This is an optimization exercise on Yosys and OpenROAD, whose aim is small area and few clock cycles, not a production implementation.

## trial 79
==> flow/design.v <==
`default_nettype none
package usb_tx_pkg;
  typedef logic [7:0] host_byte_t;
  typedef struct packed {
    logic [3:0] check;
    logic [3:0] pid_type;
  } pid_fields_t;
  typedef union packed {
    logic [7:0]  raw;
    pid_fields_t f;
  } pid_t;
  typedef struct packed {
    logic [7:0] data;
    logic       last;   
    logic       pid;    
  } buf_entry_t;
  typedef struct packed {
    logic drive;   
    logic dp;
    logic dm;
  } line_t;
endpackage
`default_nettype wire
`timescale 1ns/1ps
`default_nettype none
module host_write_port (
  input  logic                   clock,
  input  logic                   reset,
  input  logic                   req,
  input  usb_tx_pkg::host_byte_t wdata,
  output logic                   ack,
  output logic                   pid_error,
  output logic                   wr_en,
  input  logic                   wr_slot,
  input  logic                   full,
  output logic                   hdr_v,      
  output logic                   hdr_done,   
  output logic [3:0]             hdr_type,
  input  logic                   hdr_take
);
  typedef enum logic [1:0] {PH_LEN, PH_PID, PH_DATA} phase_t;
  phase_t     phase;
  logic [5:0] rem;      
  logic       pid_ok;
  logic       pid_good;
  logic       last_in;
  logic       can;
  logic       accept;
  assign pid_good = (wdata[7:4] == ~wdata[3:0]);
  assign last_in  = (rem == 6'd1);
  assign hdr_done = !(phase == PH_DATA && pid_ok);
  always_comb begin
    case (phase)
      PH_LEN:  can = 1'b1;
      PH_PID:  can = !pid_good || !hdr_v || hdr_take;
      default: can = !pid_ok || (wr_slot && !full);
    endcase
  end
  assign accept = req && !ack && can;
  assign wr_en  = accept && phase == PH_DATA && pid_ok;
  always_ff @(posedge clock) begin
    if (reset) begin
      ack       <= 1'b0;
      pid_error <= 1'b0;
      phase     <= PH_LEN;
      rem       <= '0;
      pid_ok    <= 1'b0;
      hdr_v     <= 1'b0;
    end else begin
      pid_error <= 1'b0;
      if (hdr_take) hdr_v <= 1'b0;
      if (accept) begin
        ack <= 1'b1;
        rem <= rem - 6'd1;
        case (phase)
          PH_LEN: begin
            rem <= wdata[5:0];
            if (wdata[5:0] != '0) phase <= PH_PID;
          end
          PH_PID: begin
            pid_ok <= pid_good;
            if (pid_good) begin
              hdr_v    <= 1'b1;
              hdr_type <= wdata[3:0];
            end
            if (last_in) begin
              phase     <= PH_LEN;
              pid_error <= !pid_good;
            end else begin
              phase <= PH_DATA;
            end
          end
          default: begin
            if (last_in) begin
              phase     <= PH_LEN;
              pid_error <= !pid_ok;
            end
          end
        endcase
      end else if (ack && !req) begin
        ack <= 1'b0;
      end
    end
  end
endmodule
`default_nettype wire
`timescale 1ns/1ps
`default_nettype none
module packet_buffer (
  input  logic       clock,
  input  logic       reset,
  input  logic       wr_en,
  input  logic [7:0] wdata,
  output logic       wr_slot,    
  output logic [4:0] wa,
  input  logic       rd_en,
  output logic       rd_slot,    
  output logic [4:0] ra,
  output logic [7:0] tap,
  output logic       full,
  output logic       empty
);
  localparam int K = 31;
  logic [K*8-1:0] ring;
  logic [4:0]     ph;    
  logic [4:0]     wa_n;
  logic [4:0]     ra_n;
  logic           fl;
  assign wa_n = {wa[0], wa[4] ^ wa[2], wa[3] ^ wa[1], wa[2] ^ wa[0], wa[1] ^ wa[4] ^ wa[2]};
  assign ra_n = {ra[0], ra[4] ^ ra[2], ra[3] ^ ra[1], ra[2] ^ ra[0], ra[1] ^ ra[4] ^ ra[2]};
  assign tap     = ring[K*8-1 -: 8];
  assign wr_slot = (wa == ph);
  assign rd_slot = (ra == ph);
  assign empty   = (wa == ra) && !fl;
  assign full    = fl;
  always_ff @(posedge clock) begin
    ring <= {ring[K*8-9:0], wr_en ? wdata : tap};
  end
  always_ff @(posedge clock) begin
    if (reset) begin
      ph <= 5'd1;
      wa <= 5'd1;
      ra <= 5'd1;
      fl <= 1'b0;
    end else begin
      ph <= {ph[3:0], ph[4] ^ ph[2]};
      if (wr_en) wa <= wa_n;
      if (rd_en) ra <= ra_n;
      if (rd_en) fl <= 1'b0;
      else if (wr_en && wa_n == ra) fl <= 1'b1;
    end
  end
endmodule
`default_nettype wire
`timescale 1ns/1ps
`default_nettype none
module line_serializer (
  input  logic              clock,
  input  logic              reset,
  input  logic              hdr_v,
  input  logic              hdr_done,
  input  logic [3:0]        hdr_type,
  input  logic [4:0]        wa,
  input  logic [4:0]        ra,
  output logic              hdr_take,
  input  logic              rd_slot,
  input  logic              empty,
  input  logic              full,
  input  logic [7:0]        tap,
  output logic              rd_en,
  output usb_tx_pkg::line_t line,
  output logic              busy
);
  typedef enum logic [3:0] {
    S_IDLE, S_SYNC, S_PID, S_DATA, S_CRCL, S_CRCH, S_EOP, S_SE0, S_JT, S_REL
  } state_t;
  state_t      state;
  logic [1:0]  cyc;
  logic        tick;
  logic [2:0]  ones;
  logic        stuff;
  logic [2:0]  bit_idx;
  logic [7:0]  sh;
  logic [7:0]  nx;
  logic        nxv;
  logic        lvl;
  logic        is_data;
  logic [4:0]  fin;       
  logic        fin_full;  
  logic [15:0] crc;
  logic        in_crc;
  logic        cur;
  logic        din;
  logic        se0;
  assign tick     = (cyc == 2'd3);
  assign stuff    = (ones == 3'd6);
  assign in_crc   = (state == S_CRCL) || (state == S_CRCH);
  assign cur      = (state == S_SYNC) ? (bit_idx == 3'd7) : in_crc ? ~crc[0] : sh[0];
  assign din      = in_crc ? crc[0] : sh[0];
  assign hdr_take = (state == S_IDLE) && hdr_v && hdr_done;
  assign rd_en    = !nxv && rd_slot && ((state == S_IDLE) ? !empty : (ra != fin || fin_full));
  assign se0  = (state == S_SE0) || (state == S_JT);
  assign busy = (state != S_IDLE);
  assign line = {busy, busy && !se0 && lvl, busy && !se0 && !lvl};
  always_ff @(posedge clock) begin
    if (rd_en) nx <= tap;
    if (rd_en) fin_full <= 1'b0;
  end
  always_ff @(posedge clock) begin
    if (reset) begin
      state <= S_IDLE;
      nxv   <= 1'b0;
    end else begin
      if (rd_en) nxv <= 1'b1;
      cyc <= cyc + 2'd1;
      if (state == S_IDLE) begin
        if (hdr_take) begin
          state   <= S_SYNC;
          cyc     <= '0;
          ones    <= '0;
          bit_idx <= '0;
          sh      <= {~hdr_type, hdr_type};
          is_data <= (hdr_type[1:0] == 2'b11);
          fin     <= wa;
          fin_full <= full;
          crc     <= 16'hFFFF;
          lvl     <= 1'b1;
        end
      end else if (tick) begin
        case (state)
          S_SE0: state <= S_JT;
          S_JT: begin
            lvl   <= 1'b1;
            state <= S_REL;
          end
          S_REL: state <= S_IDLE;
          default: begin
            if (stuff) begin
              lvl  <= ~lvl;
              ones <= '0;
            end else if (state == S_EOP) begin
              state <= S_SE0;
            end else begin
              if (!cur) lvl <= ~lvl;
              ones <= cur ? ones + 3'd1 : '0;
              if (state == S_DATA || in_crc)
                crc <= {1'b0, crc[15:1]} ^ ((crc[0] ^ din) ? 16'hA001 : 16'h0000);
              if (state != S_SYNC) sh <= sh >> 1;
              bit_idx <= bit_idx + 3'd1;
              if (bit_idx == 3'd7) begin
                case (state)
                  S_SYNC: state <= S_PID;
                  S_PID, S_DATA: begin
                    if (nxv) begin
                      sh    <= nx;
                      nxv   <= 1'b0;
                      state <= S_DATA;
                    end else if (is_data) begin
                      state <= S_CRCL;
                    end else begin
                      state <= S_EOP;
                    end
                  end
                  S_CRCL:  state <= S_CRCH;
                  default: state <= S_EOP;
                endcase
              end
            end
          end
        endcase
      end
    end
  end
endmodule
`default_nettype wire
`timescale 1ns/1ps
`default_nettype none
module usb_tx_top (
  input  logic                   clock,
  input  logic                   reset,
  input  logic                   req,
  input  usb_tx_pkg::host_byte_t wdata,
  output logic                   ack,
  output logic                   pid_error,
  output usb_tx_pkg::line_t      line,
  output logic                   busy
);
  logic       wr_en;
  logic       full;
  logic       empty;
  logic       wr_slot;
  logic       rd_slot;
  logic       rd_en;
  logic [7:0] tap;
  logic       hdr_v;
  logic       hdr_done;
  logic [3:0] hdr_type;
  logic [4:0] wa;
  logic [4:0] ra;
  logic       hdr_take;
  host_write_port u_host_write_port (
    .clock     (clock),
    .reset     (reset),
    .req       (req),
    .wdata     (wdata),
    .ack       (ack),
    .pid_error (pid_error),
    .wr_en     (wr_en),
    .wr_slot   (wr_slot),
    .full      (full),
    .hdr_v     (hdr_v),
    .hdr_done  (hdr_done),
    .hdr_type  (hdr_type),
    .hdr_take  (hdr_take)
  );
  packet_buffer u_packet_buffer (
    .clock   (clock),
    .reset   (reset),
    .wr_en   (wr_en),
    .wdata   (wdata),
    .wr_slot (wr_slot),
    .wa      (wa),
    .rd_en   (rd_en),
    .rd_slot (rd_slot),
    .ra      (ra),
    .tap     (tap),
    .full    (full),
    .empty   (empty)
  );
  line_serializer u_line_serializer (
    .clock    (clock),
    .reset    (reset),
    .hdr_v    (hdr_v),
    .hdr_done (hdr_done),
    .hdr_type (hdr_type),
    .wa       (wa),
    .ra       (ra),
    .hdr_take (hdr_take),
    .rd_slot  (rd_slot),
    .empty    (empty),
    .full     (full),
    .tap      (tap),
    .rd_en    (rd_en),
    .line     (line),
    .busy     (busy)
  );
endmodule
`default_nettype wire
Settings: LEC_CHECK=0, ABC_AREA=1, CAP_MARGIN=20, CORE_MARGIN=2, CORE_UTILIZATION=60, CTS_BUF_LIST=sky130_fd_sc_hd__clkbuf_4 sky130_fd_sc_hd__clkbuf_8, SLEW_MARGIN=20; clock period 10.0 ns.
run.sh (not shown) runs the stock make flow with config.mk's settings and CLKGATE_MAP_FILE= SYNTH_SCRIPT=/design/flow/synth_recipe.tcl, a recipe that flattens the netlist after the stock synthesis.
No stage failed in trial 79, and the final checks on the layout all came back clean.
For trial 51, these inputs were changed with respect to trial 79:
# trial 79
export LEC_CHECK = 0
export ABC_AREA = 1
export CAP_MARGIN = 20
export CORE_MARGIN = 2
export CORE_UTILIZATION = 60
export CTS_BUF_LIST = sky130_fd_sc_hd__clkbuf_4 sky130_fd_sc_hd__clkbuf_8
export SLEW_MARGIN = 20
create_clock -name core_clock -period 10.0 [get_ports {clock}]
# trial 51
export LEC_CHECK = 0
export ABC_AREA = 1
export CAP_MARGIN = 20
export CORE_MARGIN = 2
export CORE_UTILIZATION = 40
export SLEW_MARGIN = 20
create_clock -name core_clock -period 10.0 [get_ports {clock}]
==> notes.md <==
- Looking at first-pass GRT wire length, trial 51 sits 1.1 mm lower than trial 79 does.
- Summary of trial 51 over trial 79: ratio of final minimum period to clock period down 0.29 points, routed wire length down 930 um.
- Trial 51 vs trial 79 — sequential fraction of total cell area dropped 0.23 points.
- Trial 51: initial detailed-routing violation count is about 21% lower than what trial 79 reported.
- Final worst hold slack: lower on trial 79
No functional check of the RTL was part of any run of this note.

## re-timing with driven ports
Ports are ideal in the flow. The routed layouts listed here were re-timed in OpenROAD. Step 1 assumes that a clkbuf_16 drives the clock port and a buf_2 every other input. Step 2 times the ports against the registers' clock, not the clock port: input delays grow and output delays shrink by t, the midpoint of the rising clock arrivals with the driver on. a / b / c = ideal / step 1 / step 2; a / b = the first two.
| run | t, ns | setup slack, ns | slew at the worst register clock pin (ns) | worst data-port slew with drivers (ns) |
|---|---|---|---|---|
| trial 79 | 0.575 | 5.809 / 5.771 / 5.677 | 0.07 / 0.07 | 0.05 |
| trial 51 | 0.595 | 5.838 / 5.794 / 5.725 | 0.07 / 0.07 | 0.08 |
After both steps every run listed still meets setup and hold. For trial 79, which loses most, drivers alone change the setup slack by -0.038 ns; drivers and shift together by -0.132 ns.
